What follows belongs to an exercise in optimizing a design on an open flow for small area; a production flow would make more cautious choices.
The RTL was checked by simulation tests, not by an equivalence proof against the original design.

Setup of red:
## aes256_key_expand
module aes256_key_expand (
  input  logic         clk,
  input  logic         reset,
  input  logic         start,
  input  logic [255:0] key_in,
  output logic         busy,
  output logic         rk_valid,
  input  logic         rk_ready,
  output logic [3:0]   rk_round,
  output logic [31:0]  k0_out,
  output logic [31:0]  k1_out,
  output logic [31:0]  k2_out,
  output logic [31:0]  k3_out,
  output logic         done
);
  aes_key_expand #(.NK(8)) u_core (
    .clk      (clk),
    .reset    (reset),
    .start    (start),
    .key_in   (key_in),
    .busy     (busy),
    .rk_valid (rk_valid),
    .rk_ready (rk_ready),
    .rk_round (rk_round),
    .k0_out   (k0_out),
    .k1_out   (k1_out),
    .k2_out   (k2_out),
    .k3_out   (k3_out),
    .done     (done)
  );
endmodule
Size in the first run: ~1300 cells after synthesis, roughly 270 flip-flops, about 400 I/O pins, ~12000 um^2 of cells after synthesis.
export LEC_CHECK = 0
export CAP_MARGIN = 20
export CORE_MARGIN = 2
export CORE_UTILIZATION = 25
export PLACE_DENSITY = 0.5
export SLEW_MARGIN = 20
export BUFFER_PORTS_ARGS = -buffer_cell sky130_fd_sc_hd__buf_1
export CTS_ARGS = -sink_clustering_enable -repair_clock_nets -dont_use_dummy_load -sink_clustering_size 10 -sink_clustering_max_diameter 50 -buf_list {sky130_fd_sc_hd__clkbuf_4}
create_clock -name core_clock -period 10.0 [get_ports {clk}]
standard.sh (not shown) runs the stock make flow with config.mk's settings and CLKGATE_MAP_FILE= SYNTH_SCRIPT=/design/flow/synth_recipe.tcl, a recipe that flattens the netlist after the stock synthesis.
==> flow/flow/run.sh <==
#!/bin/bash
# Own flow: the standard ORFS layout (standard.sh) with
#  - the standard synthesis script, but ABC mapping with an area-oriented
#    script (flow/area.abc) instead of ORFS's delay-oriented one; the
#    registers and their names are untouched,
#  - buf_1 port buffers instead of ORFS's default port buffer,
#  - a clock tree of clkbuf_8 leaf clusters without dummy loads.
# Every tool's output goes to a log file in this folder.
set -euo pipefail
W=$(pwd)
{
  head -n 1 synth_recipe.tcl
  cat <<EOS
proc abc {args} {
  set i [lsearch -exact \$args -script]
  if {\$i >= 0} { set args [lreplace \$args [expr {\$i+1}] [expr {\$i+1}] $W/flow/area.abc] }
  yosys abc {*}\$args
}
EOS
  tail -n +2 synth_recipe.tcl
} > synth_area.tcl
cat >> config.mk <<'EOC'
export BUFFER_PORTS_ARGS = -buffer_cell sky130_fd_sc_hd__buf_1
export CTS_ARGS = -sink_clustering_enable -repair_clock_nets -dont_use_dummy_load -sink_clustering_size 10 -sink_clustering_max_diameter 50 -buf_list {sky130_fd_sc_hd__clkbuf_4}
EOC
bash standard.sh SYNTH_SCRIPT=$W/synth_area.tcl finish > standard_flow.log 2>&1
==> flow/flow/area.abc <==
strash
dch
map -a
strash
dch
map -a
topo
> inputs changed (red -> blue)
Settings: swapping -sink_clustering_enable -repair_clock_nets -dont_use_dummy_load -sink_clustering_size 10 -sink_clustering_max_diameter 50 -buf_list {sky130_fd_sc_hd__clkbuf_4} for -sink_clustering_enable -repair_clock_nets -dont_use_dummy_load -sink_clustering_size 40 -sink_clustering_max_diameter 80 -buf_list {sky130_fd_sc_hd__clkbuf_16} in CTS_ARGS.
-- flow/flow/run.sh --
<<< red, line 24
export CTS_ARGS = -sink_clustering_enable -repair_clock_nets -dont_use_dummy_load -sink_clustering_size 10 -sink_clustering_max_diameter 50 -buf_list {sky130_fd_sc_hd__clkbuf_4}
>>> blue, line 24
export CTS_ARGS = -sink_clustering_enable -repair_clock_nets -dont_use_dummy_load -sink_clustering_size 40 -sink_clustering_max_diameter 80 -buf_list {sky130_fd_sc_hd__clkbuf_16}
Findings:
- Taking red as the reference, in blue global-route total usage across every layer now smaller, complex-gate fraction of the synthesized area comparable.
- The slew at the pin closest to its max-slew limit reported for blue is smaller than that of red by 0.028 ns.

== T ==
Another version of the RTL of aes256_key_expand (not shown whole).
Size in the first run: about 1,100 cells after synthesis, ~270 flip-flops, ~400 I/O pins, about 11,000 µm² of cells after synthesis.
export LEC_CHECK = 0
export CAP_MARGIN = 0
export CORE_MARGIN = 2
export CORE_UTILIZATION = 40
export PLACE_DENSITY = 0.65
export SLEW_MARGIN = 0
export SYNTH_KEEP_MODULES = aes_win_bit aes_subword
export BUFFER_PORTS_ARGS = -buffer_cell sky130_fd_sc_hd__buf_1
export CTS_ARGS = -sink_clustering_enable -repair_clock_nets -dont_use_dummy_load -sink_clustering_size 11 -sink_clustering_max_diameter 80 -buf_list {sky130_fd_sc_hd__clkbuf_4}
create_clock -name core_clock -period 10.0 [get_ports {clk}]
==> flow/flow/run.sh <==
#!/bin/bash
# Own flow: the standard ORFS layout (standard.sh) with
#  - the standard synthesis script, with ABC mapping done per module with
#    an area-oriented script (flow/area.abc) instead of ORFS's delay-oriented
#    one: the window bit-select module (aes_win_bit) and the S-box
#    (aes_subword) are kept as modules through mapping and flattened
#    afterwards as usual; the registers and their names are untouched,
#  - no adder extraction (ADDER_MAP_FILE empty), so ABC maps XOR logic itself,
#  - buf_1 port buffers instead of ORFS's default port buffer,
#  - a clock tree of small leaf clusters without dummy loads.
# Every tool's output goes to a log file in this folder.
set -euo pipefail
W=$(pwd)
{
  head -n 1 synth_recipe.tcl
  cat <<EOS
proc abc {args} {
  set i [lsearch -exact \$args -script]
  set a_area [lreplace \$args [expr {\$i+1}] [expr {\$i+1}] $W/flow/area.abc]
  yosys abc {*}\$a_area aes_win_bit
  yosys abc {*}\$a_area aes_subword
  yosys abc {*}\$a_area aes256_key_expand
}
EOS
  tail -n +2 synth_recipe.tcl
} > synth_area.tcl
cat >> config.mk <<'EOC'
export SYNTH_KEEP_MODULES = aes_win_bit aes_subword
export ADDER_MAP_FILE =
export BUFFER_PORTS_ARGS = -buffer_cell sky130_fd_sc_hd__buf_1
export CTS_ARGS = -sink_clustering_enable -repair_clock_nets -dont_use_dummy_load -sink_clustering_size 11 -sink_clustering_max_diameter 80 -buf_list {sky130_fd_sc_hd__clkbuf_4}
EOC
bash standard.sh SYNTH_SCRIPT=$W/synth_area.tcl finish > standard_flow.log 2>&1
==> flow/flow/area.abc <==
strash
&get -n
&st
&dch
&nf -a -R 1000
&put
topo
Relative to T, the following input files were edited for R:
- swapping -sink_clustering_enable -repair_clock_nets -dont_use_dummy_load -sink_clustering_size 11 -sink_clustering_max_diameter 80 -buf_list {sky130_fd_sc_hd__clkbuf_4} for -sink_clustering_enable -repair_clock_nets -dont_use_dummy_load -sink_clustering_size 10 -sink_clustering_max_diameter 40 -buf_list {sky130_fd_sc_hd__clkbuf_4} in CTS_ARGS
diff --git a/flow/flow/run.sh b/flow/flow/run.sh
--- a/flow/flow/run.sh
+++ b/flow/flow/run.sh
@@ -31 +31 @@
-export CTS_ARGS = -sink_clustering_enable -repair_clock_nets -dont_use_dummy_load -sink_clustering_size 11 -sink_clustering_max_diameter 80 -buf_list {sky130_fd_sc_hd__clkbuf_4}
+export CTS_ARGS = -sink_clustering_enable -repair_clock_nets -dont_use_dummy_load -sink_clustering_size 10 -sink_clustering_max_diameter 40 -buf_list {sky130_fd_sc_hd__clkbuf_4}
Notes after the runs:
- Relative to T, the number of clock-tree buffers in the layout of R is higher by 39%.
- Min data arrival at the endpoint of the critical path across T and R: R
- Count of inserted antenna diode cells (lower): T
- The run showing the smaller setup slack is T.
- Measured against each other, T and R differ in layout overhead on the synthesized area, the higher figure coming from R.
- R was carried through to the last stage, and its layout satisfied the timing, design-rule and antenna checks.
- Fraction of area in non-clock buffers essentially unchanged between T and R.
- Diff T -> R: routed wire length held; number of buffers created by CTS went up 39%.

==> port drivers added, routing unchanged <==
In the flow no input, the clock included, has a driving cell. The finished layouts below were timed again as built, in two steps. Step 1 assumes that a clkbuf_16 drives the clock port and a buf_2 every other input. Step 2 adds t to the input delays and takes it off the output delays; t is the mean of the earliest and latest rising clock arrival at the registers after step 1. Input paths then give back, and output paths get back, about the clock's delay inside the block. Slacks: ideal / step 1 / step 2; pairs: ideal / step 1.
run | shift t [ns] | slack for setup (ns) | hold WS [ns] | worst slew at a driven data input, ns
red | 0.757 | 2.863 / 2.863 / 2.863 | 0.418 / 0.418 / 0.418 | 0.09
blue | 0.570 | 2.782 / 2.782 / 2.782 | 0.442 / 0.442 / 0.442 | 0.11
T | 0.707 | 2.866 / 2.866 / 2.866 | 0.464 / 0.464 / 0.464 | 0.08
R | 0.666 | 2.885 / 2.885 / 2.885 | 0.461 / 0.461 / 0.461 | 0.08
After both steps every run listed still meets setup and hold.
